This is an optimization exercise on Yosys and OpenROAD, whose aim is small area, not a production implementation.
Function was checked by simulation only, so behaviour that the tests miss may differ from the original.
Power figures rest on the tool's default switching activity, not on a simulated workload.

`flow/flow/run.sh`:
```
#!/bin/bash
set -euo pipefail
bash standard.sh \
  "BUFFER_PORTS_ARGS=-buffer_cell sky130_fd_sc_hd__buf_1" \
  "CTS_ARGS=-sink_clustering_enable -repair_clock_nets -dont_use_dummy_load -buf_list sky130_fd_sc_hd__clkbuf_16 -sink_clustering_size 25 -sink_clustering_max_diameter 150" \
  finish > flow_standard.log 2>&1
```
`flow/standard.sh`:
```
#!/bin/bash
# synth_recipe.tcl (not shown) runs the flow's synth.tcl, then flattens the netlist and writes it again
# the make line also repeats each setting of config.mk as NAME=value (left out here)
make -C /OpenROAD-flow-scripts/flow DESIGN_CONFIG=/design/flow/config.mk WORK_HOME=/design/flow/orfs CLKGATE_MAP_FILE= SYNTH_SCRIPT=/design/flow/synth_recipe.tcl "${@:-finish}"
```
`flow/config.mk`:
```
export PLATFORM = sky130hd
export DESIGN_NAME = regfile_pipe
export DESIGN_NICKNAME = regfile_pipe
export VERILOG_FILES = /design/flow/design.v
export SDC_FILE = /design/flow/constraint.sdc
export NUM_CORES = 4
export LEC_CHECK = 0
export CAP_MARGIN = 10
export CORE_MARGIN = 2
export CORE_UTILIZATION = 65
export SLEW_MARGIN = 10
export SYNTH_HIERARCHICAL = 1
```
`flow/constraint.sdc`:
```
create_clock -name core_clock -period 5.0 [get_ports {clk}]
set_input_delay 1.0000 -clock core_clock [delete_from_list [all_inputs] [get_ports {clk}]]
set_output_delay 1.0000 -clock core_clock [all_outputs]
set_load 0.01 [all_outputs]
```
`flow/design.v`:
```
package regfile_pipe_pkg;
  localparam int unsigned DefDataW = 32;
  localparam int unsigned DefAddrW = 5;
  localparam int unsigned DefNrd   = 2;
  typedef logic [DefAddrW-1:0] reg_idx_t;
  function automatic logic is_reg_zero(input reg_idx_t idx);
    is_reg_zero = (idx == '0);
  endfunction
endpackage
module regfile_aoi3 #(
  parameter int unsigned W = 16
) (
  input  logic [2:0]   s,
  input  logic [W-1:0] d0,
  input  logic [W-1:0] d1,
  input  logic [W-1:0] d2,
  output logic [W-1:0] y_n
);
  assign y_n = ~(({W{s[0]}} & d0) | ({W{s[1]}} & d1) | ({W{s[2]}} & d2));
endmodule
module regfile_nor #(
  parameter int unsigned W = 3
) (
  input  logic [W-1:0] a_n,
  input  logic [W-1:0] b_n,
  output logic [W-1:0] y
);
  assign y = ~(a_n | b_n);
endmodule
module regfile_rdport #(
  parameter int unsigned DATA_W = regfile_pipe_pkg::DefDataW,
  parameter int unsigned NT     = 33,
  parameter int unsigned NS     = 2     
) (
  input  logic [NT-1:0]        t_an,
  input  logic [NT-1:0]        t_bn,
  input  logic [NT*DATA_W-1:0] t_dat,
  output logic [DATA_W-1:0]    data_d
);
  localparam int unsigned NG = 11;   
  localparam int unsigned SW = DATA_W / NS;
  logic [DATA_W-1:0] g_n [NG];
  for (genvar g = 0; g < int'(NG); g++) begin : g_grp
    for (genvar h = 0; h < int'(NS); h++) begin : g_slice
      logic [2:0] s;
      regfile_nor #(.W(3)) u_sel (
        .a_n (t_an[3*g +: 3]),
        .b_n (t_bn[3*g +: 3]),
        .y   (s)
      );
      regfile_aoi3 #(.W(SW)) u_aoi (
        .s   (s),
        .d0  (t_dat[(3*g)*DATA_W + h*SW +: SW]),
        .d1  (t_dat[(3*g+1)*DATA_W + h*SW +: SW]),
        .d2  (t_dat[(3*g+2)*DATA_W + h*SW +: SW]),
        .y_n (g_n[g][h*SW +: SW])
      );
    end
  end
  assign data_d = ~(g_n[0] & g_n[1] & g_n[2] & g_n[3]) |
                  ~(g_n[4] & g_n[5] & g_n[6] & g_n[7]) |
                  ~(g_n[8] & g_n[9] & g_n[10]);
endmodule
module regfile_inv #(
  parameter int unsigned W = 32
) (
  input  logic [W-1:0] a,
  output logic [W-1:0] y
);
  assign y = ~a;
endmodule
module regfile_dec #(
  parameter int unsigned AW = 5
) (
  input  logic               en,
  input  logic [AW-1:0]      a,
  output logic [(1<<AW)-1:0] y_n
);
  for (genvar i = 0; i < (1 << AW); i++) begin : g_y
    assign y_n[i] = !(en && (a == AW'(i)));
  end
endmodule
module regfile_pipe #(
  parameter int unsigned       DATA_W    = regfile_pipe_pkg::DefDataW,
  parameter int unsigned       ADDR_W    = regfile_pipe_pkg::DefAddrW,
  parameter int unsigned       NRD       = regfile_pipe_pkg::DefNrd,
  parameter int unsigned       ZERO_REG  = 1,
  parameter logic [DATA_W-1:0] RESET_VAL = '0
) (
  input  logic                  clk,
  input  logic                  rst,
  input  logic [NRD-1:0]        rd_en,
  input  logic [NRD*ADDR_W-1:0] rd_addr,
  output logic [NRD*DATA_W-1:0] rd_data,
  output logic [NRD-1:0]        rd_valid,
  output logic [NRD-1:0]        rd_busy,
  input  logic                  wr_en,
  input  logic [ADDR_W-1:0]     wr_addr,
  input  logic [DATA_W-1:0]     wr_data,
  input  logic                  rsv_en,
  input  logic [ADDR_W-1:0]     rsv_addr,
  output logic                  busy_any
);
  localparam int unsigned DEPTH = 1 << ADDR_W;
  localparam int unsigned NT    = DEPTH + 1;
  logic [DATA_W-1:0]     regs_q [1:DEPTH-1];
  logic [DEPTH-1:0]      wsel;        
  logic [DEPTH-1:0]      vld_q;       
  logic [DEPTH-1:0]      busy_d, busy_q;
  logic                  busy_any_q;
  logic [DATA_W-1:0]     rdata_q [NRD];
  logic [NRD-1:0]        rvalid_q, rbusy_q;
  logic [DEPTH-1:0] wdec_n, sdec_n, ok_n;
  regfile_dec #(.AW(ADDR_W)) u_wdec (.en(wr_en),  .a(wr_addr),  .y_n(wdec_n));
  regfile_dec #(.AW(ADDR_W)) u_sdec (.en(rsv_en), .a(rsv_addr), .y_n(sdec_n));
  assign wsel = {~wdec_n[DEPTH-1:1], 1'b0};
  assign busy_d = {(busy_q[DEPTH-1:1] & wdec_n[DEPTH-1:1]) | ~sdec_n[DEPTH-1:1], 1'b0};
  assign ok_n = ~vld_q | ~wdec_n;
  always_ff @(posedge clk) begin
    if (rst) begin
      vld_q      <= '0;
      busy_q     <= '0;
      busy_any_q <= 1'b0;
    end else begin
      vld_q      <= vld_q | wsel;
      busy_q     <= busy_d;
      busy_any_q <= |busy_d;
    end
  end
  logic [DEPTH-1:0] wen_lo, wen_hi;
  regfile_inv #(.W(DEPTH)) u_wen_lo (.a(wdec_n), .y(wen_lo));
  regfile_inv #(.W(DEPTH)) u_wen_hi (.a(wdec_n), .y(wen_hi));
  always_ff @(posedge clk) begin
    for (int i = 1; i < int'(DEPTH); i++) begin
      if (wen_lo[i]) begin
        regs_q[i][DATA_W/2-1:0] <= wr_data[DATA_W/2-1:0];
      end
      if (wen_hi[i]) begin
        regs_q[i][DATA_W-1:DATA_W/2] <= wr_data[DATA_W-1:DATA_W/2];
      end
    end
  end
  for (genvar p = 0; p < int'(NRD); p++) begin : g_rdport
    logic [ADDR_W-1:0]    addr;
    logic                 act, hold;
    logic [DEPTH-1:0]     rdec_n;      
    logic [NT-1:0]        t_an, t_bn;
    logic [NT*DATA_W-1:0] t_dat;
    logic [DATA_W-1:0]    data_d;
    assign addr = rd_addr[p*ADDR_W +: ADDR_W];
    assign act  = rd_en[p] && !rst;
    assign hold = !rd_en[p] && !rst;
    regfile_dec #(.AW(ADDR_W)) u_rdec (.en(act), .a(addr), .y_n(rdec_n));
    assign t_an[0] = !(act && wr_en && (wr_addr == addr) && (addr != '0));
    assign t_bn[0] = 1'b0;
    assign t_dat[0 +: DATA_W] = wr_data;
    assign t_an[1] = !hold;
    assign t_bn[1] = 1'b0;
    assign t_dat[DATA_W +: DATA_W] = rdata_q[p];
    for (genvar i = 1; i < int'(DEPTH); i++) begin : g_sel
      assign t_an[i+1] = rdec_n[i];
      assign t_bn[i+1] = ok_n[i];
      assign t_dat[(i+1)*DATA_W +: DATA_W] = regs_q[i];
    end
    regfile_rdport #(
      .DATA_W (DATA_W),
      .NT     (NT)
    ) u_rdport (
      .t_an   (t_an),
      .t_bn   (t_bn),
      .t_dat  (t_dat),
      .data_d (data_d)
    );
    always_ff @(posedge clk) begin
      rdata_q[p]  <= data_d;
      rbusy_q[p]  <= |(~rdec_n & busy_d) || (hold && rbusy_q[p]);
      rvalid_q[p] <= act;
    end
    assign rd_data[p*DATA_W +: DATA_W] = rdata_q[p];
  end
  assign rd_valid = rvalid_q;
  assign rd_busy  = rbusy_q;
  assign busy_any = busy_any_q;
endmodule
```
==> run summary, run 1 <==
Status -> no timing/DRC/antenna violations
Kind of critical path -> in -> reg
Final core occ -> 0.694
Rel. slew slack -> 0.125
CTS tree -> done
Syn Area/Cell -> 15.9 um^2
Total GRT Usage -> 0.476
Nets@finish -> 3118
Power Density -> 316 nW/um^2
Setup-failing EPs final -> 0
Met1 WL -> 51300 um
Initial core utilization -> 0.653
Global-route wire length before repair -> 239000 um
Worst Path Arrival -> 4.72 ns
RSZ-0062 raised after global routing -> false
Largest net degree at the start of global routing -> 67
Initial DRT Pass Iterations -> 22
Post-detailed-routing wire length -> 174000 um
Slew @ Worst Pin -> 1.31 ns
Peak supply drop -> 0.302 mV
Layout area overhead -> 6.30%
Final ANT Viol Nets -> 0
CTS Sinks -> 1123
Vias in the first global route -> 32400
Post-DP Area -> 47200 um^2
Lkg Pwr -> 0.0157 uW
Crit path from -> wr_addr[0]
Total power -> 15300 uW
Die height -> 269 um
Final Cell Area -> 48500 um^2
Syn. warnings -> 11
Final min period -> 4.14 ns
# Post-CTS Setup Buffers -> 0
Vias per cell -> 8.67
# IOs -> 127
Critical path fanouts, max -> 16
Uppermost routed layer -> met5
Cell Area, Synth -> 45600 um^2
HP Start -> vld_q[4]
Max-Cap Viols -> 0
Metal2 WL -> 75700 um
Final std cells w/o fill -> 4009
Tcrit/Tclk final -> 0.828
Htree depth -> 2
Met3 routed WL -> 28300 um
WL per Instance -> 43.3 um
Initial antenna violation count -> 14
Max Root-Sink Buffers -> 3
Final Hold Vio Count -> 0
Setup crit end kind -> flop
Root buf cell -> clkbuf_16
Worst min-delay path category -> reg -> reg
Worst-Skew Late Latency -> 0.70 ns
Post-CTS resize count -> 0
CTS buffer count -> 50
Share of layout cells above drive strength 1 -> 0.0978
Max Freq -> 242 MHz
Std-Cell Rows -> 97
CTS Hold Buffers Added -> 0
Die area -> 72300 um^2
Overflow after GRT -> 0
Syn Inst Count -> 2866
Hpwl dp -> 113000 um
Critical path required time -> 5.58 ns
Setup TNS Final -> 0 ns
DP Cell Count -> 3948
PortBufs -> 126
Core ar. -> 69800 um^2
Residual DRC -> 0
Startpoint Class -> primary input
Die W -> 269 um
Pins Over Slew Limit -> 0
DR iter-0 viols -> 10300
Clock transition at the registers of the reported paths -> 0.10 ns
Clock Skew -> 0.0925 ns
Worst R2R Start -> vld_q[17]
Vias post-DR -> 34800
Routability cong. -> 1.06
-- routing by layer --
| metal | vias to the layer above | global-route usage |
|---|---|---|
| met2 | 4058 | 0.726 |
| met4 | 4 | 0.359 |
| li1 | 13200 | - |
| met5 | - | 0.000676 |
| met1 | 16500 | 0.577 |
| met3 | 976 | 0.143 |
-- registers in the layout, summed over array words and instances, names as in the netlist --
signal      cells
busy_any_q      1
busy_q         31
rbusy_q         2
rdata_q        64
regs_q        992
rvalid_q        2
vld_q          31
-- metrics by stage --
| step | setup slack [ns] | hold WS [ns] |
|---|---|---|
| floorplan | 2.13 | 0.426 |
| finish | 0.860 | 0.457 |
| CTS | 1.48 | 0.455 |
| global route | 0.970 | 0.466 |
| detailed placement | 0.762 | 0.440 |
| global placement | 0.795 | 0.436 |
-- area by class of cell --
class                   count  area (um^2)
diodes                     11         27.5
fillers                  4710        21300
inverters                  95          357
repair buffers            318         1920
clock buffers              50         1250
well taps                 940         1180
flip-flops and latches   1123        32400
multi-input cells        1472        11300
-- power by group --
part | internal [uW] | switching (uW) | total (uW)
combinational | 71.5 | 341 | 412
clock | 1790 | 2750 | 4540
sequential | 10300 | 57.7 | 10400
-- placed cells by master, fill, tap and decap left out, types with 8 or more instances in the layout --
| cell type | n |
|---|---|
| nor3_1 | 8 |
| and4b_2 | 12 |
| nor2_1 | 170 |
| nor2b_1 | 10 |
| diode_2 | 11 |
| o22a_1 | 8 |
| buf_4 | 192 |
| and4bb_2 | 12 |
| o22ai_1 | 13 |
| a222oi_1 | 704 |
| dfxtp_1 | 131 |
| a21boi_2 | 16 |
| a21boi_1 | 14 |
| conb_1 | 8 |
| a21oi_1 | 34 |
| buf_1 | 125 |
| nand4_1 | 139 |
| nand2_1 | 155 |
| edfxtp_1 | 992 |
| or3_1 | 64 |
| inv_1 | 95 |
| clkbuf_16 | 50 |
| nand3_1 | 65 |
-- path summary, 6_finish.rpt --
check                    to  slack [ns]  cells past startpoint
min                vld_q[4]        0.46                      2
max          rdata_q[0][25]        0.86                      9
max reg2reg  rdata_q[0][25]        2.06                      6
min reg2reg        vld_q[4]        0.46                      2
-- worst max-delay path: stages --
cell and delay, ns:
buf_1 0.24, nor2b_1 0.53, nand2_1 0.31, nand2_1 0.31
nor2_1 0.10, buf_4 0.23, a222oi_1 0.84, nand4_1 0.62
or3_1 0.53
==> run 2: changes to the inputs <==
--- a/flow/config.mk
+++ b/flow/config.mk
@@ -8,5 +8,6 @@
 export CAP_MARGIN = 10
 export CORE_MARGIN = 2
 export CORE_UTILIZATION = 65
+export GPL_TIMING_DRIVEN = 0
 export SLEW_MARGIN = 10
 export SYNTH_HIERARCHICAL = 1
==> run summary, run 2 <==
# Post-CTS Setup Buffers -> 0 (unchanged)
Final ANT Viol Nets -> 0 (unchanged)
Share of layout cells above drive strength 1 -> 0.102 (+0.00380)
Status -> no timing/DRC/antenna violations
Worst-Skew Late Latency -> 0.67 ns (-0.03 ns)
# IOs -> 127 (unchanged)
Setup-failing EPs final -> 0 (unchanged)
CTS Hold Buffers Added -> 0 (unchanged)
Residual DRC -> 0 (unchanged)
WL per Instance -> 37.7 um (-13%)
FF-to-FF End -> rdata_q[1][26]
Std-Cell Rows -> 97 (unchanged)
Cells on worst reg2reg path -> 6 (unchanged)
Total GRT Usage -> 0.409 (-0.0675)
Pins Over Slew Limit -> 0 (unchanged)
Flop2flop setup slack -> 2.46 ns (+0.40 ns)
Clock transition at the registers of the reported paths -> 0.09 ns (about the same)
Final Hold Vio Count -> 0 (unchanged)
Setup TNS Final -> 0 ns (unchanged)
Worst R2R Start -> vld_q[25]
Clock Skew -> 0.0677 ns (-0.0248 ns)
Htree depth -> 2 (unchanged)
Peak supply drop -> 0.324 mV (+7.2%)
Critical path fanouts, max -> 10 (-6)
CTS buffer count -> 50 (unchanged)
Largest regs -> regs_q x992, rdata_q x64
Max Freq -> 236 MHz (-2.2%)
Largest register by flop count -> regs_q
Commonest non-fill, non-tap cells in the layout -> edfxtp_1, a222oi_1, nor2_1
Kind of critical path -> in -> reg
Overflow after GRT -> 0 (unchanged)
Worst min-delay path category -> reg -> reg
Die W -> 269 um (unchanged)
Initial core utilization -> 0.653 (unchanged)
Die height -> 269 um (unchanged)
Max reg flops -> 992 (unchanged)
Initial DRT Pass Iterations -> 14 (-36%)
Startpoint Class -> primary input
Rel. slew slack -> 0.0205 (-0.105)
PortBufs -> 126 (unchanged)
Commonest non-fill, non-tap cell in the layout -> edfxtp_1
Hold slack -> 0.451 ns (-0.00579 ns)
Worst Path Arrival -> 4.77 ns (+0.05 ns)
CTS Sinks -> 1123 (unchanged)
HP Start -> vld_q[31]
Final min period -> 4.23 ns (+0.0925 ns)
Lkg Pwr -> 0.0158 uW (+0.60%)
Max-Cap Viols -> 0 (unchanged)
Syn. warnings -> 11 (unchanged)
Final core occ -> 0.697 (+0.00210)
Hpwl dp -> 108000 um (-4.5%)
RSZ-0062 raised after global routing -> false
Core ar. -> 69800 um^2 (unchanged)
Worst-case hold path end point -> vld_q[31]
Die area -> 72300 um^2 (unchanged)
Post-detailed-routing wire length -> 151000 um (-13%)
Global-route wire length before repair -> 211000 um (-11%)
Cell Area, Synth -> 45600 um^2 (unchanged)
Max Root-Sink Buffers -> 3 (unchanged)
Post-CTS resize count -> 0 (unchanged)
Syn Area/Cell -> 15.9 um^2 (unchanged)
Largest net degree at the start of global routing -> 34 (-49%)
Initial antenna violation count -> 4 (-10)
Root buf cell -> clkbuf_16
Setup crit end kind -> flop
DR iter-0 viols -> 8977 (-12%)
Hold-critical path depth -> 2 (unchanged)
Power Density -> 313 nW/um^2 (-0.83%)
Layout area overhead -> 6.62%
Critical path required time -> 5.54 ns (-0.04 ns)
Vias per cell -> 8.33 (-4.0%)
Slew @ Worst Pin -> 1.46 ns (+0.153 ns)
Vias in the first global route -> 31300 (-3.5%)
Nets@finish -> 3112 (-0.19%)
Tcrit/Tclk final -> 0.846 (+0.0185)
Vias post-DR -> 33300 (-4.3%)
Syn Inst Count -> 2866 (unchanged)
CTS tree -> done
Routability cong. -> 1.01 (-4.3%)
[run 2: layer usage]
layer | wire length [um] | GRT usage | up-vias
met5 | 32 | 0 | -
met4 | 10600 | 0.221 | 4
met3 | 20100 | 0.0837 | 583
met2 | 70400 | 0.658 | 3217
met1 | 49500 | 0.528 | 16300
li1 | - | - | 13200
[run 2: layout make-up]
cell class	instances	area [um^2]
inverters	95	357
diodes	3	7.51
flip-flops and latches	1123	32400
repair buffers	129	548
plain buffers	183	1530
clock buffers	50	1250
fillers	4613	21200
multi-input cells	1472	11300
well taps	940	1180
[run 2: critical path, stage by stage]
cell	delay (ns)
buf_1	0.23
clkbuf_1	0.58
nor2b_1	0.39
and4bb_2	0.38
nand2_1	0.22
nor2_1	0.23
buf_6	0.21
a222oi_1	0.54
nand4_1	0.50
or3_1	0.47
[run 2: how the worst max path moves through the flow]
| stage | start | endpoint | depth (start not counted) |
|---|---|---|---|
| 3_5_place_dp | rst | rdata_q[0][28] | 10 |
| 6_report | rst | rdata_q[0][25] | 10 |
| 5_1_grt | rst | rdata_q[0][25] | 10 |
| 4_1_cts | rst | rdata_q[0][28] | 10 |
| 3_3_place_gp | rst | rdata_q[0][28] | 10 |
| 2_1_floorplan | rst | rdata_q[0][10] | 9 |
[run 2: power breakdown]
part,switching [uW],internal (uW),total [uW]
logic,300,59.8,360
clock network,2720,1790,4510
registers,54.0,10300,10400
total,3080,12100,15200
[run 2: per-stage QoR]
| step | setup slack (ns) | power, uW | cells | instance area [um^2] |
|---|---|---|---|---|
| 6_report | 0.768 | 15200 | 3995 | 48600 |
| 5_1_grt | 0.797 | 15500 | 3993 | 48600 |
| 4_1_cts | 1.02 | 15200 | 3990 | 48500 |
| 3_5_place_dp | 0.365 | 10900 | 3940 | 47300 |
| 3_3_place_gp | 0.417 | 10900 | 3939 | 47300 |
| 2_1_floorplan | 2.13 | 10700 | 2873 | 45600 |
==> run 3: changes to the inputs <==
==> flow/flow/run.sh (replaced) <==
#!/bin/bash
set -euo pipefail
bash standard.sh \
  "REMOVE_ABC_BUFFERS=1" \
  "BUFFER_PORTS_ARGS=-buffer_cell sky130_fd_sc_hd__buf_1" \
  "CTS_ARGS=-sink_clustering_enable -repair_clock_nets -dont_use_dummy_load -buf_list sky130_fd_sc_hd__clkbuf_16 -sink_clustering_size 25 -sink_clustering_max_diameter 80" \
  finish > flow_standard.log 2>&1
==> run summary, run 3 <==
Status -> no timing/DRC/antenna violations
Max Root-Sink Buffers -> 3 (unchanged)
Final min period -> 4.30 ns (+0.0671 ns)
Pins Over Slew Limit -> 0 (unchanged)
Post-detailed-routing wire length -> 156000 um (+3.7%)
M1 GR Usage -> 0.589 (+0.0608)
Worst-Skew Late Latency -> 0.66 ns (about the same)
Hpwl dp -> 105000 um (-2.5%)
Routing usage on met3 -> 0.183 (+0.0995)
Die W -> 269 um (unchanged)
Vias per cell -> 8.53 (+2.4%)
Syn Area/Cell -> 15.9 um^2 (unchanged)
Cell Chain, Critical Path -> buf_2 -> nor2b_1 -> and4_2 -> nand2_1 -> nor2_2 -> a222oi_1 -> nand3_1 -> or3_1
Setup TNS Final -> 0 ns (unchanged)
CP max stage delay -> 1.04 ns (+0.46 ns)
Internal -> 12300 uW (+1.1%)
Die area -> 72300 um^2 (unchanged)
Largest net degree at the start of global routing -> 40 (+18%)
Htree depth -> 2 (unchanged)
Max reg flops -> 992 (unchanged)
Critical path fanouts, max -> 39 (+29)
Final Cell Area -> 48300 um^2 (-0.73%)
Std-Cell Rows -> 97 (unchanged)
Share of layout cells above drive strength 1 -> 0.110 (+0.00813)
Max-Cap Viols -> 0 (unchanged)
Commonest non-fill, non-tap cells in the layout -> edfxtp_1, a222oi_1, nand2_1
Clock transition at the registers of the reported paths -> 0.09 ns (about the same)
Final ANT Viol Nets -> 0 (unchanged)
WL per Instance -> 40.3 um (+6.8%)
PortBufs -> 126 (unchanged)
Vias in the first global route -> 30300 (-3.0%)
Startpoint Class -> primary input
Power Density -> 319 nW/um^2 (+1.8%)
Worst min-delay path category -> reg -> reg
Cell Area, Synth -> 45600 um^2 (unchanged)
Top Usage Layer GRT -> met2
Largest register by flop count -> regs_q
# IOs -> 127 (unchanged)
CTS Sinks -> 1123 (unchanged)
Die height -> 269 um (unchanged)
DP Worst Slack -> 0.410 ns (+0.0457 ns)
Peak supply drop -> 0.410 mV (+26%)
Overflow after GRT -> 0 (unchanged)
Switching part of the total -> 0.202 (about the same)
Post-CTS resize count -> 0 (unchanged)
Clock Skew -> 0.0720 ns (+0.00430 ns)
Total power -> 15400 uW (+1.1%)
Root buf cell -> clkbuf_16
Critical path required time -> 5.59 ns (+0.05 ns)
RSZ-0062 raised after global routing -> false
Nets@finish -> 2986 (-4.0%)
Final std cells w/o fill -> 3880 (-2.9%)
Residual DRC -> 0 (unchanged)
Seq pwr share -> 0.673 (-0.007)
Rel. slew slack -> 0.128 (+0.107)
Slew @ Worst Pin -> 1.30 ns (-0.160 ns)
Routing usage on met2 -> 0.615 (-0.0431)
Setup crit end kind -> flop
Total GRT Usage -> 0.422 (+0.0134)
Worst Path Arrival -> 4.89 ns (+0.12 ns)
Final WS setup -> 0.701 ns (-0.0671 ns)
Vias post-DR -> 33100 (-0.55%)
Commonest non-fill, non-tap cell in the layout -> edfxtp_1
# Post-CTS Setup Buffers -> 0 (unchanged)
Crit-path slowest cell -> nor2b_1
Power share of the combinational group -> 0.025 (about the same)
Post-DP Area -> 46800 um^2 (-0.95%)
Global-route wire length before repair -> 214000 um (+1.3%)
CTS tree -> done
Setup-failing EPs final -> 0 (unchanged)
Clock share of power -> 0.303 (+0.007)
Initial antenna violation count -> 21 (+17)
Initial DRT Pass Iterations -> 15 (+1)
Routability cong. -> 1.01 (-0.14%)
Max Freq -> 233 MHz (-1.6%)
Final Hold Vio Count -> 0 (unchanged)
Syn Inst Count -> 2866 (unchanged)
Tcrit/Tclk final -> 0.860 (+0.0134)
CTS Hold Buffers Added -> 0 (unchanged)
Core ar. -> 69800 um^2 (unchanged)
Layout area overhead -> 5.85%
Switch Pwr -> 3110 uW (+1.0%)
DP Cell Count -> 3812 (-3.2%)
Syn. warnings -> 11 (unchanged)
Largest regs -> regs_q x992, rdata_q x64
DR iter-0 viols -> 9101 (+1.4%)
CTS buffer count -> 54 (+8.0%)
Initial core utilization -> 0.653 (unchanged)
Kind of critical path -> in -> reg
Lkg Pwr -> 0.0152 uW (-3.7%)
-- run 3: changes by cell type in the layout (fill, tap and decap cells not counted), moves of 11 or more --
cell,previous run,this run
buf_2,64,14
nor2_1,167,45
clkbuf_1,14,0
buf_4,32,0
buf_6,90,20
buf_8,1,35
diode_2,3,14
nor2_2,4,126
-- run 3: critical path, delay by kind of cell --
family          cells  cell delay [ns]
buf+inv             1             0.38
simple gates        6             3.23
compound gates      1             0.20
-- run 3: path summary, 6_finish.rpt --
path | startpoint | to | slack (ns) | cells after the start
min reg2reg | vld_q[31] | vld_q[31] | 0.45 | 2
min | vld_q[31] | vld_q[31] | 0.45 | 2
max | rst | rdata_q[0][18] | 0.70 | 8
max reg2reg | vld_q[29] | rdata_q[0][12] | 2.58 | 5
-- run 3: cell type report --
type / instances / area (um^2)
diodes: 14 / 35.0
flip-flops and latches: 1123 / 32400
clock buffers: 54 / 1350
fillers: 4696 / 21500
inverters: 95 / 357
repair buffers: 182 / 1290
multi-input cells: 1472 / 11600
well taps: 940 / 1180
-- run 3: stage by stage --
step / hold slack [ns] / utilization
after floorplan: 0.420 / -
after global placement: 0.435 / 0.655
after detailed placement: 0.441 / 0.671
after CTS: 0.449 / 0.691
after global routing: 0.469 / 0.691
final: 0.452 / 0.691
-- run 3: per-layer routing --
metal / part of all wire / routed length [um]
met5: 0.00057 / 89
met3: 0.20 / 31200
met4: 0.033 / 5190
met1: 0.34 / 52900
met2: 0.43 / 66900
-- run 3: power groups by stage --
stage | clock, uW | sequential, uW | combinational (uW)
after floorplan | 0 | 10500 | 96.8
after global placement | 0 | 10600 | 324
after detailed placement | 0 | 10600 | 355
after CTS | 4640 | 10400 | 355
after global routing | 4940 | 10400 | 392
final | 4660 | 10400 | 379
==> run 4: changes to the inputs <==
--- a/flow/config.mk
+++ b/flow/config.mk
@@ -7,7 +7,7 @@
 export LEC_CHECK = 0
 export CAP_MARGIN = 10
 export CORE_MARGIN = 2
-export CORE_UTILIZATION = 65
+export CORE_UTILIZATION = 72
 export GPL_TIMING_DRIVEN = 0
 export SLEW_MARGIN = 10
 export SYNTH_HIERARCHICAL = 1
==> run summary, run 4 <==
Switching part of the total -> 0.202 (-0.000287)
DP Cell Count -> 3696 (-3.0%)
Startpoint Class -> primary input
Std-Cell Rows -> 92 (-5.2%)
Hold-critical path depth -> 2 (unchanged)
Die height -> 256 um (-4.9%)
Routing usage on met2 -> 0.675 (+0.0601)
Overflow after GRT -> 0 (unchanged)
# Post-CTS Setup Buffers -> 0 (unchanged)
Cells on worst reg2reg path -> 5 (unchanged)
Routing usage on met3 -> 0.231 (+0.0478)
Worst min-delay path category -> reg -> reg
Cell Area, Synth -> 45600 um^2 (unchanged)
Htree depth -> 2 (unchanged)
CTS tree -> done
Seq pwr share -> 0.677 (+0.004)
Final min period -> 4.44 ns (+0.144 ns)
Initial DRT Pass Iterations -> 15 (unchanged)
Switch Pwr -> 3080 uW (-0.73%)
Commonest non-fill, non-tap cell in the layout -> edfxtp_1
Setup crit end kind -> flop
Flop2flop setup slack -> 2.56 ns (-0.02 ns)
Lkg Pwr -> 0.0150 uW (-1.2%)
Initial core utilization -> 0.725 (+0.0721)
Critical path fanouts, max -> 44 (+13%)
PortBufs -> 126 (unchanged)
Rel. slew slack -> 0.130 (+0.00224)
Vias post-DR -> 33800 (+2.2%)
Die W -> 256 um (-4.9%)
Global-route wire length before repair -> 219000 um (+2.4%)
Syn Area/Cell -> 15.9 um^2 (unchanged)
Vias per cell -> 8.99 (+5.5%)
Final ANT Viol Nets -> 0 (unchanged)
RSZ-0062 raised after global routing -> false
Top Usage Layer GRT -> met2
Routability cong. -> 1.02 (+0.96%)
Crit-path slowest cell -> nor2_1
Status -> no timing/DRC/antenna violations
Max-Cap Viols -> 0 (unchanged)
Syn. warnings -> 11 (unchanged)
Power Density -> 320 nW/um^2 (+0.43%)
Internal -> 12200 uW (-0.55%)
WL per Instance -> 41.3 um (+2.5%)
Commonest non-fill, non-tap cells in the layout -> edfxtp_1, a222oi_1, nand2_1
Worst-Skew Late Latency -> 0.66 ns (about the same)
Tcrit/Tclk final -> 0.889 (+0.0288)
Layout area overhead -> 4.77%
Worst-case hold path end point -> vld_q[17]
Slew @ Worst Pin -> 1.30 ns (-0.00335 ns)
Pins Over Slew Limit -> 0 (unchanged)
Largest net degree at the start of global routing -> 45 (+13%)
Max Freq -> 225 MHz (-3.2%)
Clock Skew -> 0.0792 ns (+0.00719 ns)
Final Hold Vio Count -> 0 (unchanged)
Nets@finish -> 2962 (-0.80%)
Initial antenna violation count -> 25 (+19%)
M1 GR Usage -> 0.627 (+0.0383)
Total GRT Usage -> 0.464 (+0.0418)
Worst R2R Start -> vld_q[18]
Final std cells w/o fill -> 3761 (-3.1%)
FF-to-FF End -> rdata_q[0][10]
Max Root-Sink Buffers -> 3 (unchanged)
HP Start -> vld_q[17]
Hold slack -> 0.447 ns (-0.00497 ns)
Vias in the first global route -> 31700 (+4.4%)
Peak supply drop -> 0.349 mV (-15%)
Residual DRC -> 0 (unchanged)
Max reg flops -> 992 (unchanged)
Clock transition at the registers of the reported paths -> 0.09 ns (about the same)
Power share of the combinational group -> 0.025 (about the same)
Root buf cell -> clkbuf_16
CP max stage delay -> 1.05 ns (about the same)
Post-detailed-routing wire length -> 155000 um (-0.66%)
Syn Inst Count -> 2866 (unchanged)
CTS Hold Buffers Added -> 0 (unchanged)
Final WS setup -> 0.557 ns (-0.144 ns)
Critical path required time -> 5.60 ns (about the same)
Final core occ -> 0.760 (+0.0685)
Post-CTS resize count -> 0 (unchanged)
# IOs -> 127 (unchanged)
Core ar. -> 62900 um^2 (-9.9%)
Largest regs -> regs_q x992, rdata_q x64
Hpwl dp -> 103000 um (-2.2%)
DP Worst Slack -> 0.110 ns (-0.301 ns)
Share of layout cells above drive strength 1 -> 0.103 (-0.00667)
Die area -> 65300 um^2 (-9.6%)
Clock share of power -> 0.298 (-0.005)
CTS buffer count -> 52 (-3.7%)
Setup-failing EPs final -> 0 (unchanged)
Largest register by flop count -> regs_q
Kind of critical path -> in -> reg
Worst Path Arrival -> 5.04 ns (+0.15 ns)
Cell Chain, Critical Path -> buf_2 -> buf_12 -> nor2b_1 -> and4bb_2 -> nand2_1 -> nor2_1 -> a222oi_1 -> nand4_1 -> or3_1
CTS Sinks -> 1123 (unchanged)
DR iter-0 viols -> 11200 (+23%)
run 4: power by group through the flow:
stage          combinational, uW  clock (uW)  sequential, uW
2_1_floorplan               96.8           0           10500
3_3_place_gp                 318           0           10600
3_5_place_dp                 346           0           10600
4_1_cts                      347        4520           10400
5_1_grt                      384        4840           10400
6_report                     379        4560           10400
run 4: final cells by class:
| cell class | count | area (um^2) |
|---|---|---|
| multi-input combinational | 1472 | 11600 |
| timing repair buffer | 160 | 968 |
| antenna | 13 | 32.5 |
| tap | 846 | 1060 |
| fill | 3703 | 15100 |
| inverter | 95 | 357 |
| sequential | 1123 | 32400 |
| clock buffer | 52 | 1300 |
run 4: worst max-delay path: cells and delay by family:
| kind | cells | cell delay [ns] |
|---|---|---|
| compound gates | 1 | 0.42 |
| buf+inv | 2 | 0.57 |
| simple gates | 6 | 3.00 |
run 4: metal layers:
layer	share of wire	vias up	wire length, um
met3	0.23	750	34900
met2	0.42	4086	65100
li1	-	12900	-
met5	0.0013	-	199
met4	0.048	20	7460
met1	0.31	16100	47500
run 4: worst max-delay path by stage:
stage                     from             end  cells after the start
finish                     rst  rdata_q[0][10]                      9
global route               rst   rdata_q[0][4]                      9
CTS                        rst  rdata_q[0][25]                      9
detailed placement         rst  rdata_q[0][13]                      9
global placement           rst  rdata_q[0][17]                      8
floorplan           wr_addr[0]  rdata_q[0][14]                      7
run 4: stage by stage:
step	setup TNS, ns	instance area, um^2	total power, uW
after global routing	0	47800	15600
after floorplan	0	44100	10600
after detailed placement	0	46400	10900
final	0	47800	15300
after CTS	0	47700	15200
after global placement	-99.29	45600	10900
==> run 5: changes to the inputs <==
--- a/flow/design.v
+++ b/flow/design.v
@@ -30,7 +30,7 @@
 module regfile_rdport #(
   parameter int unsigned DATA_W = regfile_pipe_pkg::DefDataW,
   parameter int unsigned NT     = 33,
-  parameter int unsigned NS     = 2     
+  parameter int unsigned NS     = 4     
 ) (
   input  logic [NT-1:0]        t_an,
   input  logic [NT-1:0]        t_bn,
==> run summary, run 5 <==
Pins Over Slew Limit -> 0 (unchanged)
Worst Path Arrival -> 4.80 ns (-0.24 ns)
Final Hold Vio Count -> 0 (unchanged)
Die height -> 256 um (+0.18%)
Vias in the first global route -> 33100 (+4.4%)
DP Worst Slack -> 0.411 ns (+0.301 ns)
WL per Instance -> 43.6 um (+5.6%)
Syn Inst Count -> 3042 (+6.1%)
Power Density -> 323 nW/um^2 (+0.78%)
Initial core utilization -> 0.727 (+0.00130)
Hpwl dp -> 113000 um (+9.7%)
Initial DRT Pass Iterations -> 19 (+4)
Cell Area, Synth -> 45800 um^2 (+0.36%)
Die area -> 65600 um^2 (+0.36%)
Clock transition at the registers of the reported paths -> 0.10 ns (about the same)
Critical path required time -> 5.54 ns (-0.06 ns)
Status -> no timing/DRC/antenna violations
Post-detailed-routing wire length -> 169000 um (+8.6%)
Initial antenna violation count -> 19 (-24%)
Vias per cell -> 9.18 (+2.0%)
Htree depth -> 2 (unchanged)
Core ar. -> 63000 um^2 (+0.18%)
# IOs -> 127 (unchanged)
Switching part of the total -> 0.206 (+0.00444)
Die W -> 256 um (+0.18%)
Worst min-delay path category -> reg -> reg
Slew @ Worst Pin -> 1.24 ns (-0.0587 ns)
Max Root-Sink Buffers -> 3 (unchanged)
DR iter-0 viols -> 11900 (+6.7%)
Total GRT Usage -> 0.504 (+0.0398)
Max reg flops -> 992 (unchanged)
Global-route wire length before repair -> 233000 um (+6.5%)
PortBufs -> 126 (unchanged)
Nets@finish -> 3069 (+3.6%)
Startpoint Class -> primary input
CTS Hold Buffers Added -> 0 (unchanged)
Clock Skew -> 0.0530 ns (-0.0262 ns)
Peak supply drop -> 0.405 mV (+16%)
Final ANT Viol Nets -> 0 (unchanged)
Kind of critical path -> in -> reg
Total power -> 15300 uW (+0.27%)
Internal -> 12200 uW (-0.28%)
CTS tree -> done
Share of layout cells above drive strength 1 -> 0.0462 (-0.0568)
Residual DRC -> 0 (unchanged)
CTS Sinks -> 1123 (unchanged)
Rel. slew slack -> 0.170 (+0.0399)
Switch Pwr -> 3160 uW (+2.5%)
Final min period -> 4.26 ns (-0.184 ns)
Final std cells w/o fill -> 3868 (+2.8%)
Max-Cap Viols -> 0 (unchanged)
Seq pwr share -> 0.675 (-0.002)
Clock share of power -> 0.298 (about the same)
Root buf cell -> clkbuf_16
Post-CTS resize count -> 0 (unchanged)
Std-Cell Rows -> 92 (unchanged)
Commonest non-fill, non-tap cells in the layout -> edfxtp_1, a222oi_1, nor2_1
Power share of the combinational group -> 0.026 (about the same)
Critical path fanouts, max -> 8 (-82%)
Syn. warnings -> 11 (unchanged)
Layout area overhead -> 3.87%
Syn Area/Cell -> 15.0 um^2 (-5.4%)
Tcrit/Tclk final -> 0.852 (-0.0367)
Routability cong. -> 1.05 (+2.9%)
Final core occ -> 0.755 (-0.00522)
Lkg Pwr -> 0.0149 uW (-0.93%)
Commonest non-fill, non-tap cell in the layout -> edfxtp_1
Worst-Skew Late Latency -> 0.69 ns (+0.03 ns)
Largest regs -> regs_q x992, rdata_q x64
Vias post-DR -> 35500 (+4.9%)
Overflow after GRT -> 0 (unchanged)
# Post-CTS Setup Buffers -> 0 (unchanged)
RSZ-0062 raised after global routing -> false
Setup crit end kind -> flop
Final WS setup -> 0.740 ns (+0.184 ns)
Setup-failing EPs final -> 0 (unchanged)
Largest register by flop count -> regs_q
CTS buffer count -> 51 (-1.9%)
DP Cell Count -> 3804 (+2.9%)
Largest net degree at the start of global routing -> 50 (+11%)
Max Freq -> 235 MHz (+4.3%)
[run 5: final timing paths]
check                                 from        endpoint  slack [ns]  depth (start not counted)
worst min-delay path             vld_q[30]       vld_q[30]        0.46                          2
worst max register to register   vld_q[12]  rdata_q[0][18]        2.05                          5
worst max-delay path            wr_addr[1]  rdata_q[0][28]        0.74                          8
worst min register to register   vld_q[30]       vld_q[30]        0.46                          2
[run 5: cell type report]
class                      instances  area [um^2]
antenna                           13         32.5
clock buffer                      51         1280
fill                            3804        15400
inverter                          95          357
multi-input combinational       1612        11800
sequential                      1123        32400
tap                              846         1060
timing repair buffer             128          544
[run 5: power groups by stage]
stage	Clock (uW)	Combinational, uW	Sequential [uW]
floorplan	0	102	10500
global placement	0	351	10600
detailed placement	0	374	10600
CTS	4500	374	10400
global route	4830	406	10400
finish	4580	406	10400
[run 5: worst max-delay path, cell delays in order]
cell      delay [ns]
buf_1           0.21
nor2b_1         0.68
nand2_1         0.45
nand2_1         0.80
nor2_1          0.40
a222oi_1        0.71
nand3_1         0.20
or3_1           0.34
[run 5: layer usage]
layer / GRT usage / vias to the layer above / wire (um)
met5: 0.0249 / - / 239
met4: 0.359 / 10 / 17000
met3: 0.213 / 1029 / 32100
met2: 0.722 / 4392 / 70600
met1: 0.618 / 16800 / 48600
li1: - / 13300 / -
[run 5: stage by stage]
step	setup TNS (ns)	hold WS (ns)	cell area, um^2
finish	0	0.455	47500
global route	0	0.475	47500
CTS	0	0.454	47500
detailed placement	0	0.440	46200
global placement	-78.39	0.436	46100
floorplan	0	0.420	44600
==> run 6: changes to the inputs <==
--- a/flow/config.mk
+++ b/flow/config.mk
@@ -7,7 +7,7 @@
 export LEC_CHECK = 0
 export CAP_MARGIN = 10
 export CORE_MARGIN = 2
-export CORE_UTILIZATION = 72
+export CORE_UTILIZATION = 65
 export GPL_TIMING_DRIVEN = 0
 export SLEW_MARGIN = 10
 export SYNTH_HIERARCHICAL = 1
==> run summary, run 6 <==
Final std cells w/o fill -> 3961 (+2.4%)
Routability cong. -> 1.06 (+1.0%)
Largest net degree at the start of global routing -> 46 (-8.0%)
Setup crit end kind -> flop
Slew @ Worst Pin -> 1.26 ns (+0.0147 ns)
Post-CTS resize count -> 0 (unchanged)
Power Density -> 322 nW/um^2 (-0.32%)
Tcrit/Tclk final -> 0.953 (+0.101)
Total GRT Usage -> 0.438 (-0.0662)
Max-Cap Viols -> 0 (unchanged)
Max Freq -> 210 MHz (-11%)
Clock Skew -> 0.0464 ns (-0.00662 ns)
Max Root-Sink Buffers -> 3 (unchanged)
Hold slack -> 0.453 ns (-0.00218 ns)
Vias per cell -> 8.73 (-4.9%)
Die area -> 72500 um^2 (+11%)
Die W -> 269 um (+5.2%)
Total power -> 15300 uW (about the same)
PortBufs -> 126 (unchanged)
Lkg Pwr -> 0.0149 uW (about the same)
Residual DRC -> 0 (unchanged)
Final min period -> 4.76 ns (+0.505 ns)
Nets@finish -> 3069 (unchanged)
Rel. slew slack -> 0.160 (-0.00986)
Global-route wire length before repair -> 227000 um (-2.6%)
Initial core utilization -> 0.655 (-0.0722)
Vias post-DR -> 34600 (-2.6%)
Worst-Skew Late Latency -> 0.67 ns (-0.02 ns)
Final ANT Viol Nets -> 0 (unchanged)
Setup-failing EPs final -> 0 (unchanged)
Syn Area/Cell -> 15.0 um^2 (unchanged)
Cell Area, Synth -> 45800 um^2 (unchanged)
Pins Over Slew Limit -> 0 (unchanged)
Htree depth -> 2 (unchanged)
Hpwl dp -> 115000 um (+1.5%)
CTS tree -> done
DP Cell Count -> 3897 (+2.4%)
Number of fill cells -> 4691 (+23%)
Share of layout cells above drive strength 1 -> 0.0465 (+0.000332)
Seq pwr share -> 0.675 (about the same)
Std-Cell Rows -> 97 (+5.4%)
Vias in the first global route -> 32000 (-3.3%)
WL per Instance -> 41.3 um (-5.3%)
# IOs -> 127 (unchanged)
Initial antenna violation count -> 12 (-7)
CTS Hold Buffers Added -> 0 (unchanged)
Commonest non-fill, non-tap cell in the layout -> edfxtp_1
Setup TNS Final -> 0 ns (unchanged)
RSZ-0062 raised after global routing -> false
Critical path fanouts, max -> 8 (unchanged)
Die height -> 269 um (+5.2%)
Switching part of the total -> 0.204 (-0.00256)
Worst Path Arrival -> 5.28 ns (+0.48 ns)
Peak supply drop -> 0.420 mV (+3.7%)
Core ar. -> 69900 um^2 (+11%)
DR iter-0 viols -> 9408 (-21%)
Overflow after GRT -> 0 (unchanged)
Post-detailed-routing wire length -> 164000 um (-3.0%)
Internal -> 12200 uW (+0.27%)
Largest register by flop count -> regs_q
CTS Sinks -> 1123 (unchanged)
Max reg flops -> 992 (unchanged)
Final Hold Vio Count -> 0 (unchanged)
Initial DRT Pass Iterations -> 13 (-6)
Worst min-delay path category -> reg -> reg
Layout area overhead -> 4.15%
Clock share of power -> 0.299 (about the same)
Startpoint Class -> primary input
Syn Inst Count -> 3042 (unchanged)
Syn. warnings -> 11 (unchanged)
Critical path required time -> 5.52 ns (-0.02 ns)
Commonest non-fill, non-tap cells in the layout -> edfxtp_1, a222oi_1, nor2_1
Root buf cell -> clkbuf_16
Switch Pwr -> 3120 uW (-1.3%)
# Post-CTS Setup Buffers -> 0 (unchanged)
Kind of critical path -> in -> reg
Power share of the combinational group -> 0.026 (about the same)
Largest regs -> regs_q x992, rdata_q x64
Status -> no timing/DRC/antenna violations
Clock transition at the registers of the reported paths -> 0.09 ns (about the same)
CTS buffer count -> 52 (+2.0%)
[run 6: per-layer routing]
metal	global-route usage	share of wire	vias up
li1	-	-	13300
met1	0.608	0.34	16800
met2	0.634	0.42	3919
met3	0.169	0.19	621
met4	0.159	0.051	18
met5	0.0125	0.0013	-
[run 6: stage by stage]
step                setup WS, ns  area, um^2  utilization
floorplan                   2.22       44600            -
global placement           -1.92       46300        0.662
detailed placement        0.0153       46300        0.662
CTS                        0.695       47600        0.681
global route               0.299       47600        0.681
finish                     0.236       47700        0.682
[run 6: critical path, stage by stage]
cell and delay [ns]:
buf_1 0.28, nor2b_1 0.65, nand2_1 0.65, nand2_1 0.77
nor2_1 0.38, a222oi_1 0.65, nand4_1 0.37, or3_1 0.52
[run 6: layout make-up]
| type | instances | area, um^2 | area share |
|---|---|---|---|
| Sequential cell | 1123 | 32400 | 0.680 |
| Multi-Input combinational cell | 1612 | 11800 | 0.249 |
| Clock buffer | 52 | 1300 | 0.0273 |
| Tap cell | 940 | 1180 | 0.0247 |
| Timing Repair Buffer | 127 | 534 | 0.0112 |
| Inverter | 95 | 357 | 0.00748 |
| Antenna cell | 12 | 30.0 | 0.000630 |
[run 6: path summary, 6_finish.rpt]
kind,slack [ns],start,end,cells past startpoint
worst max-delay path,0.24,wr_addr[1],rdata_q[1][2],8
worst min register to register,0.45,vld_q[30],vld_q[30],2
worst min-delay path,0.45,vld_q[30],vld_q[30],2
worst max register to register,2.02,vld_q[30],rdata_q[1][12],5
[run 6: power by group through the flow]
stage	logic (uW)	clock network (uW)	registers, uW
after detailed placement	370	0	10600
after global routing	409	4850	10400
after CTS	370	4550	10400
final	400	4580	10400
after global placement	348	0	10600
after floorplan	102	0	10500
==> run 7: changes to the inputs <==
--- a/flow/design.v
+++ b/flow/design.v
@@ -151,11 +151,11 @@
     assign act  = rd_en[p] && !rst;
     assign hold = !rd_en[p] && !rst;
     regfile_dec #(.AW(ADDR_W)) u_rdec (.en(act), .a(addr), .y_n(rdec_n));
-    assign t_an[0] = !(act && wr_en && (wr_addr == addr) && (addr != '0));
-    assign t_bn[0] = 1'b0;
+    assign t_an[0] = !act;
+    assign t_bn[0] = !(wr_en && (wr_addr == addr) && (addr != '0));
     assign t_dat[0 +: DATA_W] = wr_data;
-    assign t_an[1] = !hold;
-    assign t_bn[1] = 1'b0;
+    assign t_an[1] = rd_en[p];
+    assign t_bn[1] = rst;
     assign t_dat[DATA_W +: DATA_W] = rdata_q[p];
     for (genvar i = 1; i < int'(DEPTH); i++) begin : g_sel
       assign t_an[i+1] = rdec_n[i];
--- a/flow/config.mk
+++ b/flow/config.mk
@@ -7,7 +7,7 @@
 export LEC_CHECK = 0
 export CAP_MARGIN = 10
 export CORE_MARGIN = 2
-export CORE_UTILIZATION = 65
+export CORE_UTILIZATION = 72
 export GPL_TIMING_DRIVEN = 0
 export SLEW_MARGIN = 10
 export SYNTH_HIERARCHICAL = 1
==> run summary, run 7 <==
Routability cong. -> 1.09 (+2.8%)
HP Start -> vld_q[24]
DR iter-0 viols -> 11300 (+20%)
Largest regs -> regs_q x992, rdata_q x64
Final ANT Viol Nets -> 0 (unchanged)
Pins Over Slew Limit -> 0 (unchanged)
# IOs -> 127 (unchanged)
Clock Skew -> 0.0681 ns (+0.0217 ns)
Slew @ Worst Pin -> 1.32 ns (+0.0618 ns)
Status -> failed layout checks
Core ar. -> 63000 um^2 (-9.9%)
Kind of critical path -> in -> reg
Syn Inst Count -> 3040 (-0.066%)
Initial core utilization -> 0.726 (+0.0714)
Std-Cell Rows -> 92 (-5.2%)
Vias per cell -> 9.17 (+5.0%)
FF-to-FF End -> rdata_q[1][15]
Critical path fanouts, max -> 39 (+31)
Setup-failing EPs final -> 2 (+2)
Final core occ -> 0.754 (+0.0721)
Final Hold Vio Count -> 0 (unchanged)
Initial antenna violation count -> 33 (+21)
Tcrit/Tclk final -> 1.02 (+0.0652)
Overflow after GRT -> 0 (unchanged)
Seq pwr share -> 0.675 (about the same)
Layout area overhead -> 3.84%
Syn. warnings -> 11 (unchanged)
Max-Cap Viols -> 0 (unchanged)
Syn Area/Cell -> 15.0 um^2 (about the same)
Worst min-delay path category -> reg -> reg
Share of layout cells above drive strength 1 -> 0.0455 (-0.00106)
Peak supply drop -> 0.313 mV (-25%)
Max Root-Sink Buffers -> 3 (unchanged)
Worst-case hold path end point -> vld_q[24]
Post-detailed-routing wire length -> 166000 um (+1.8%)
CTS Sinks -> 1123 (unchanged)
Initial DRT Pass Iterations -> 17 (+4)
Max Freq -> 196 MHz (-6.4%)
Critical path required time -> 5.52 ns (about the same)
CTS tree -> done
Setup crit end kind -> flop
Cells on worst reg2reg path -> 5 (unchanged)
CTS buffer count -> 51 (-1.9%)
Vias post-DR -> 35400 (+2.5%)
Hold-critical path depth -> 2 (unchanged)
Final WS setup -> -0.0903 ns (-0.326 ns)
Startpoint Class -> primary input
RSZ-0062 raised after global routing -> false
Lkg Pwr -> 0.0149 uW (-0.41%)
Commonest non-fill, non-tap cell in the layout -> edfxtp_1
Hpwl dp -> 114000 um (-0.40%)
PortBufs -> 126 (unchanged)
Largest net degree at the start of global routing -> 40 (-13%)
# Post-CTS Setup Buffers -> 0 (unchanged)
WL per Instance -> 43.1 um (+4.3%)
Largest register by flop count -> regs_q
Worst R2R Start -> vld_q[14]
Die area -> 65500 um^2 (-9.7%)
Clock transition at the registers of the reported paths -> 0.10 ns (about the same)
Clock share of power -> 0.298 (about the same)
Vias in the first global route -> 32600 (+1.9%)
Final min period -> 5.09 ns (+0.326 ns)
Final Cell Area -> 47500 um^2 (-0.40%)
Die W -> 256 um (-5.0%)
Worst-Skew Late Latency -> 0.67 ns (about the same)
Die height -> 256 um (-5.0%)
Power share of the combinational group -> 0.027 (about the same)
Nets@finish -> 3051 (-0.59%)
Max reg flops -> 992 (unchanged)
SO Viols -> negative setup slack
Post-DP Area -> 46100 um^2 (-0.44%)
Total GRT Usage -> 0.498 (+0.0601)
Flop2flop setup slack -> 1.54 ns (-0.48 ns)
Rel. slew slack -> 0.121 (-0.0387)
Switching part of the total -> 0.206 (+0.00251)
Power Density -> 323 nW/um^2 (+0.47%)
Worst Path Arrival -> 5.61 ns (+0.33 ns)
Root buf cell -> clkbuf_16
Commonest non-fill, non-tap cells in the layout -> edfxtp_1, a222oi_1, nor2_1
Htree depth -> 2 (unchanged)
Cell Area, Synth -> 45700 um^2 (-0.11%)
Internal -> 12200 uW (-0.24%)
Switch Pwr -> 3160 uW (+1.3%)
Global-route wire length before repair -> 231000 um (+1.7%)
Residual DRC -> 0 (unchanged)
run 7: worst max-delay path by stage:
stage                     startpoint             end  slack (ns)  depth (start not counted)
after detailed placement         rst   rdata_q[0][1]       -0.58                         10
after floorplan           wr_addr[1]  rdata_q[0][30]        2.21                          7
after global routing             rst   rdata_q[1][6]        0.16                         10
after global placement           rst   rdata_q[1][1]       -2.19                          9
after CTS                        rst   rdata_q[0][1]        0.08                         10
final                            rst  rdata_q[0][15]       -0.09                         10
run 7: power groups by stage:
stage / logic [uW] / clock network, uW / registers [uW]
2_1_floorplan: 104 / 0 / 10600
3_3_place_gp: 357 / 0 / 10600
3_5_place_dp: 379 / 0 / 10600
4_1_cts: 379 / 4500 / 10400
5_1_grt: 412 / 4810 / 10400
6_report: 411 / 4570 / 10400
run 7: final cells by class:
| type | count | area, um^2 |
|---|---|---|
| Tap cell | 846 | 1060 |
| Antenna cell | 28 | 70.1 |
| Inverter | 95 | 357 |
| Multi-Input combinational cell | 1595 | 11800 |
| Sequential cell | 1123 | 32400 |
| Timing Repair Buffer | 127 | 537 |
| Clock buffer | 51 | 1280 |
| Fill cell | 3769 | 15500 |
run 7: metrics by stage:
step,total power [uW],setup TNS (ns),cells,hold WS (ns),worst slack (ns)
floorplan,10700,0,2813,0.420,2.21
global placement,10900,-122.41,3785,0.439,-2.19
detailed placement,10900,-15.33,3786,0.440,-0.576
CTS,15200,0,3837,0.454,0.0777
global route,15600,0,3841,0.467,0.162
finish,15300,-0.116,3865,0.453,-0.0903
run 7: metal layers:
metal | vias to the layer above | track usage | wire (um)
li1 | 13300 | - | -
met1 | 16800 | 0.622 | 49200
met2 | 4331 | 0.712 | 69000
met3 | 994 | 0.216 | 31900
met4 | 30 | 0.327 | 16200
met5 | - | 0.00731 | 277
run 7: repair_timing:
item / in CTS / in global routing
hold buffers: 0 / 0
resized for setup: 0 / 4
endpoints found under the setup margin: 0 / 32
run 7: critical path: stages:
cell and delay [ns]:
clkbuf_4 0.42, buf_12 0.29, nand2b_2 0.42, inv_1 0.30
and4bb_2 0.36, nand2_1 0.48, nor2_1 0.32, a222oi_1 0.71
nand4_1 0.71, or3_1 0.56
==> run 8: changes to the inputs <==
--- a/flow/design.v
+++ b/flow/design.v
@@ -76,9 +76,48 @@
   input  logic [AW-1:0]      a,
   output logic [(1<<AW)-1:0] y_n
 );
+  localparam int unsigned NLO = 4;
+  localparam int unsigned NHI = 1 << (AW - 2);
+  logic [NLO-1:0]          lo;
+  logic [NHI-1:0]          hi;
+  logic [(1<<AW)-1:0]      lo_x, hi_x;
+  regfile_pre_en #(.AW(2)) u_lo (.en(en), .a(a[1:0]), .y(lo));
+  regfile_pre #(.AW(AW - 2)) u_hi (.a(a[AW-1:2]), .y(hi));
+  for (genvar i = 0; i < (1 << AW); i++) begin : g_x
+    assign lo_x[i] = lo[i % NLO];
+    assign hi_x[i] = hi[i / NLO];
+  end
+  regfile_nand #(.W(1 << AW)) u_y (.a(lo_x), .b(hi_x), .y(y_n));
+endmodule
+module regfile_pre_en #(
+  parameter int unsigned AW = 2
+) (
+  input  logic               en,
+  input  logic [AW-1:0]      a,
+  output logic [(1<<AW)-1:0] y
+);
   for (genvar i = 0; i < (1 << AW); i++) begin : g_y
-    assign y_n[i] = !(en && (a == AW'(i)));
-  end
+    assign y[i] = en && (a == AW'(i));
+  end
+endmodule
+module regfile_pre #(
+  parameter int unsigned AW = 3
+) (
+  input  logic [AW-1:0]      a,
+  output logic [(1<<AW)-1:0] y
+);
+  for (genvar i = 0; i < (1 << AW); i++) begin : g_y
+    assign y[i] = (a == AW'(i));
+  end
+endmodule
+module regfile_nand #(
+  parameter int unsigned W = 32
+) (
+  input  logic [W-1:0] a,
+  input  logic [W-1:0] b,
+  output logic [W-1:0] y
+);
+  assign y = ~(a & b);
 endmodule
 module regfile_pipe #(
   parameter int unsigned       DATA_W    = regfile_pipe_pkg::DefDataW,
==> run summary, run 8 <==
Status -> failed layout checks
SO Viols -> negative setup slack
Syn. warnings -> 11 (unchanged)
Hold-critical path depth -> 2 (unchanged)
Number of fill cells -> 3779 (+0.27%)
# Post-CTS Setup Buffers -> 0 (unchanged)
Routing usage on met2 -> 0.685 (-0.0273)
Initial core utilization -> 0.725 (-0.000980)
Initial antenna violation count -> 9 (-73%)
CTS buffer count -> 51 (unchanged)
Cells on worst reg2reg path -> 5 (unchanged)
Syn Area/Cell -> 15.0 um^2 (about the same)
WP buf/inv -> 2 (-1)
# IOs -> 127 (unchanged)
Crit-path slowest cell -> buf_1
Overflow after GRT -> 0 (unchanged)
Top Usage Layer GRT -> met2
Crit. path cell count -> 9 (-1)
Max-Cap Viols -> 0 (unchanged)
Htree depth -> 2 (unchanged)
Die W -> 256 um (-0.16%)
Startpoint Class -> primary input
Lkg Pwr -> 0.0149 uW (+0.13%)
Crit path max-delay family -> simple AND/OR/NAND/NOR gates
WL per Instance -> 43.0 um (about the same)
Die area -> 65300 um^2 (-0.31%)
Total power -> 15300 uW (-0.19%)
Hpwl dp -> 111000 um (-2.5%)
Setup-failing EPs final -> 55 (+53)
Max reg flops -> 992 (unchanged)
Setup crit end kind -> flop
Kind of critical path -> in -> reg
Std-Cell Rows -> 92 (unchanged)
Routability cong. -> 1.12 (+2.8%)
Initial DRT Pass Iterations -> 19 (+2)
PortBufs -> 126 (unchanged)
Commonest non-fill, non-tap cell in the layout -> edfxtp_1
Worst Path Arrival -> 5.92 ns (+0.31 ns)
Post-CTS resize count -> 0 (unchanged)
Critical path fanouts, max -> 8 (-79%)
Final min period -> 5.32 ns (+0.233 ns)
CTS Sinks -> 1123 (unchanged)
Final Hold Vio Count -> 0 (unchanged)
Cell Chain, Critical Path -> buf_1 -> nand2b_1 -> inv_1 -> nor3b_2 -> nand2_1 -> nor2_1 -> a222oi_1 -> nand4_1 -> or3_1
Vias in the first global route -> 32200 (-1.1%)
Peak supply drop -> 0.330 mV (+5.3%)
Vias per cell -> 9.16 (about the same)
CTS Hold Buffers Added -> 0 (unchanged)
DP Cell Count -> 3786 (unchanged)
Power Density -> 324 nW/um^2 (about the same)
Final std cells w/o fill -> 3855 (-0.26%)
Cell Area, Synth -> 45600 um^2 (-0.32%)
Post-detailed-routing wire length -> 166000 um (-0.33%)
Largest regs -> regs_q x992, rdata_q x64
Clock transition at the registers of the reported paths -> 0.09 ns (about the same)
Layout area overhead -> 3.88% (about the same)
Final WS setup -> -0.323 ns (-0.233 ns)
Vias post-DR -> 35300 (-0.35%)
Worst-Skew Late Latency -> 0.67 ns (about the same)
Die height -> 256 um (-0.16%)
Syn Inst Count -> 3028 (-0.39%)
Rel. slew slack -> 0.0720 (-0.0494)
Routing usage on met3 -> 0.251 (+0.0355)
Worst min-delay path category -> reg -> reg
Max Freq -> 188 MHz (-4.4%)
Critical path required time -> 5.60 ns (+0.08 ns)
Total GRT Usage -> 0.496 (-0.00217)
Slew @ Worst Pin -> 1.39 ns (+0.0740 ns)
CTS tree -> done
DR iter-0 viols -> 11900 (+4.9%)
M1 GR Usage -> 0.645 (+0.0225)
CP max stage delay -> 0.99 ns (+0.28 ns)
Residual DRC -> 0 (unchanged)
Nets@finish -> 3051 (unchanged)
Global-route wire length before repair -> 230000 um (-0.78%)
Max Root-Sink Buffers -> 3 (unchanged)
Largest register by flop count -> regs_q
Largest net degree at the start of global routing -> 48 (+20%)
Root buf cell -> clkbuf_16
RSZ-0062 raised after global routing -> false
Final ANT Viol Nets -> 0 (unchanged)
Pins Over Slew Limit -> 0 (unchanged)
Core ar. -> 62900 um^2 (-0.18%)
Commonest non-fill, non-tap cells in the layout -> edfxtp_1, a222oi_1, nor2_1
Tcrit/Tclk final -> 1.06 (+0.0466)
Share of layout cells above drive strength 1 -> 0.0418 (-0.00368)
Clock Skew -> 0.0551 ns (-0.0130 ns)
## run 8: layer usage
layer	part of all wire	wire [um]
met2	0.41	68100
met3	0.21	35300
met1	0.30	50500
met5	0.0034	563
met4	0.070	11500
## run 8: cell type report
type	count	area, um^2	share of cell area
flip-flops and latches	1123	32400	0.685
clock buffers	51	1280	0.0270
inverters	95	357	0.00753
well taps	846	1060	0.0224
multi-input cells	1595	11600	0.246
diodes	18	45.0	0.000952
repair buffers	127	534	0.0113
## run 8: tightest hold or removal path, cell delays in order, from the launching register on
cell and delay [ns]:
dfxtp_1 0.32, inv_1 0.05, a21oi_1 0.05
## run 8: power by group
part	leakage (uW)	switching [uW]	total [uW]	internal (uW)
clock	0.000629	2710	4530	1820
sequential	0.00999	58.9	10400	10300
combinational	0.00426	365	420	54.7
total	0.0149	3130	15300	12200
## run 8: final timing paths
check / startpoint / to / slack [ns]
worst max register to register: vld_q[23] / rdata_q[0][11] / 2.04
worst max-delay path: rd_en[1] / rdata_q[1][27] / -0.32
worst min register to register: vld_q[30] / vld_q[30] / 0.45
worst min-delay path: vld_q[30] / vld_q[30] / 0.45
## run 8: through the flow
| stage | setup TNS, ns | hold slack, ns | instance area (um^2) | util | worst slack (ns) |
|---|---|---|---|---|---|
| 2_1_floorplan | 0 | 0.420 | 44400 | - | 2.22 |
| 3_3_place_gp | -140.07 | 0.435 | 45900 | 0.731 | -2.28 |
| 3_5_place_dp | -14.55 | 0.442 | 46000 | 0.732 | -0.358 |
| 4_1_cts | 0 | 0.454 | 47300 | 0.752 | 0.303 |
| 5_1_grt | 0 | 0.472 | 47300 | 0.752 | 0.0110 |
| 6_report | -6.48 | 0.454 | 47300 | 0.753 | -0.323 |
==> run 9: changes to the inputs <==
--- a/flow/config.mk
+++ b/flow/config.mk
@@ -9,5 +9,6 @@
 export CORE_MARGIN = 2
 export CORE_UTILIZATION = 72
 export GPL_TIMING_DRIVEN = 0
+export SETUP_SLACK_MARGIN = 0.4
 export SLEW_MARGIN = 10
 export SYNTH_HIERARCHICAL = 1
==> run summary, run 9 <==
Status -> failed layout checks
SO Viols -> negative setup slack
Syn Inst Count -> 3028 (unchanged)
Worst min-delay path category -> reg -> reg
Crit path from -> rd_en[1]
DR iter-0 viols -> 11900 (+0.40%)
RSZ-0062 raised after global routing -> false
Critical path required time -> 5.60 ns (about the same)
Number of fill cells -> 3783 (+0.11%)
Crit-path slowest cell -> nor2_1
Register area -> 32400 um^2 (unchanged)
Max Root-Sink Buffers -> 3 (unchanged)
Syn. warnings -> 11 (unchanged)
Final std cells w/o fill -> 3858 (+0.078%)
Final Hold Vio Count -> 0 (unchanged)
Vias post-DR -> 35300 (-0.040%)
Cells on worst reg2reg path -> 5 (unchanged)
FF-to-FF End -> rdata_q[0][11]
Htree depth -> 2 (unchanged)
CP max stage delay -> 0.96 ns (-0.03 ns)
Largest net degree at the start of global routing -> 48 (unchanged)
Layout area overhead -> 3.93% (about the same)
Commonest non-fill, non-tap cell in the layout -> edfxtp_1
Die height -> 256 um (unchanged)
WL per Instance -> 43.0 um (-0.22%)
DP Cell Count -> 3786 (unchanged)
Startpoint Class -> primary input
Die W -> 256 um (unchanged)
Hpwl dp -> 111000 um (unchanged)
Clock transition at the registers of the reported paths -> 0.09 ns (about the same)
Die area -> 65300 um^2 (unchanged)
Tcrit/Tclk final -> 1.01 (-0.0507)
Worst R2R Start -> vld_q[23]
Final min period -> 5.07 ns (-0.254 ns)
Setup crit end kind -> flop
Pins Over Slew Limit -> 0 (unchanged)
CTS Sinks -> 1123 (unchanged)
Syn Area/Cell -> 15.0 um^2 (unchanged)
Overflow after GRT -> 0 (unchanged)
Max Freq -> 197 MHz (+5.0%)
Core ar. -> 62900 um^2 (unchanged)
Peak supply drop -> 0.332 mV (+0.83%)
Global-route wire length before repair -> 229000 um (about the same)
Worst Path Arrival -> 5.67 ns (-0.25 ns)
Max-Cap Viols -> 0 (unchanged)
Initial DRT Pass Iterations -> 17 (-2)
Max reg flops -> 992 (unchanged)
Slew @ Worst Pin -> 1.33 ns (-0.0586 ns)
Std-Cell Rows -> 92 (unchanged)
Cell Area, Synth -> 45600 um^2 (unchanged)
CTS buffer count -> 51 (unchanged)
Total GRT Usage -> 0.496 (about the same)
Residual DRC -> 0 (unchanged)
Critical path fanouts, max -> 8 (unchanged)
Flop2flop setup slack -> 2.00 ns (-0.04 ns)
Post-detailed-routing wire length -> 166000 um (-0.14%)
Initial antenna violation count -> 10 (+1)
Cell Chain, Critical Path -> buf_1 -> nand2b_2 -> inv_1 -> nor3b_2 -> nand2_1 -> nor2_1 -> a222oi_1 -> nand4_1 -> or3_1
CTS tree -> done
Share of layout cells above drive strength 1 -> 0.0438 (+0.00201)
Power Density -> 323 nW/um^2 (about the same)
# IOs -> 127 (unchanged)
Nets@finish -> 3051 (unchanged)
PortBufs -> 126 (unchanged)
Setup-failing EPs final -> 6 (-89%)
Final ANT Viol Nets -> 0 (unchanged)
Initial core utilization -> 0.725 (unchanged)
Final WS setup -> -0.0697 ns (+0.254 ns)
Clock Skew -> 0.0543 ns (-0.000857 ns)
Total power -> 15300 uW (about the same)
Kind of critical path -> in -> reg
Rel. slew slack -> 0.111 (+0.0391)
Multi-input logic area -> 11700 um^2 (+0.13%)
Commonest non-fill, non-tap cells in the layout -> edfxtp_1, a222oi_1, nor2_1
Setup TNS Final -> -0.179 ns (+6.30 ns)
Worst-Skew Late Latency -> 0.67 ns (about the same)
Largest register by flop count -> regs_q
Vias in the first global route -> 32200 (+0.047%)
Lkg Pwr -> 0.0149 uW (about the same)
Vias per cell -> 9.15 (-0.12%)
Largest regs -> regs_q x992, rdata_q x64
Routability cong. -> 1.12 (unchanged)
Root buf cell -> clkbuf_16
Worst setup path endpoint -> rdata_q[1][25]
## run 9: area by class of cell
type / count / area share
sequential: 1123 / 0.684
multi-input combinational: 1595 / 0.246
clock buffer: 51 / 0.0270
tap: 846 / 0.0224
timing repair buffer: 127 / 0.0113
inverter: 95 / 0.00753
antenna: 21 / 0.00111
## run 9: timing repair
item / in CTS / in global routing
endpoints found under the setup margin: 19 / 5
pin swaps: 0 / 0
hold buffers: 0 / 0
resized for setup: 4 / 2
setup buffers: 0 / 0
## run 9: how the worst min path moves through the flow
| stage | startpoint | end | slack (ns) | cells past startpoint |
|---|---|---|---|---|
| after floorplan | vld_q[31] | vld_q[31] | 0.42 | 2 |
| after global placement | vld_q[31] | vld_q[31] | 0.44 | 2 |
| after detailed placement | vld_q[14] | vld_q[14] | 0.44 | 2 |
| after CTS | vld_q[14] | vld_q[14] | 0.45 | 2 |
| after global routing | vld_q[23] | vld_q[23] | 0.47 | 2 |
| final | vld_q[14] | vld_q[14] | 0.45 | 2 |
## run 9: per-stage QoR
stage,util,cell area [um^2],setup slack (ns),hold WS [ns]
floorplan,-,44400,2.22,0.420
global placement,0.731,45900,-2.28,0.435
detailed placement,0.732,46000,-0.358,0.442
CTS,0.752,47300,0.592,0.454
global route,0.753,47300,0.410,0.472
finish,0.753,47400,-0.0697,0.454
## run 9: per-layer routing
| metal | track usage | routed length (um) |
|---|---|---|
| met1 | 0.645 | 50600 |
| met2 | 0.683 | 67900 |
| met3 | 0.251 | 35400 |
| met4 | 0.251 | 11200 |
| met5 | 0.0687 | 560 |
## run 9: worst max-delay path: cells and delay by family
family	cells	cell delay (ns)
buf+inv	2	1.25
simple gates	6	3.15
compound gates	1	0.25
## run 9: power by group
group          switching, uW  total [uW]  internal [uW]
logic                    365         421           55.0
registers               58.7       10400          10300
clock network           2710        4530           1820

## port drivers added, routing unchanged
No port has a modelled driver above. Below, the same layouts with a new extraction and two added sets of constraints. Step 1 sets driving cells, clkbuf_16 on the clock port and buf_2 on the other inputs (assumed; they add their load-dependent delay and slew). Step 2, shift: input delay + t, output delay - t, t = (earliest + latest rising clock arrival at the registers) / 2. This alone moves slack from input paths to output paths. a / b / c = ideal ports / drivers / drivers and shift; a / b = the first two.
| run | t (ns) | slack for setup (ns) |
|---|---|---|
| run 1 | 0.722 | 0.860 / 0.905 / 0.184 |
| run 2 | 0.700 | 0.768 / 0.812 / 0.112 |
| run 3 | 0.691 | 0.701 / 0.718 / 0.027 |
| run 4 | 0.683 | 0.557 / 0.569 / -0.115 |
| run 5 | 0.729 | 0.740 / 0.782 / 0.053 |
| run 6 | 0.711 | 0.236 / 0.275 / -0.435 |
| run 7 | 0.710 | -0.090 / -0.102 / -0.811 |
| run 8 | 0.708 | -0.323 / -0.296 / -1.004 |
| run 9 | 0.713 | -0.070 / -0.040 / -0.753 |
Met with ideal ports but missed after step 2: setup timing in run 4 and run 6.
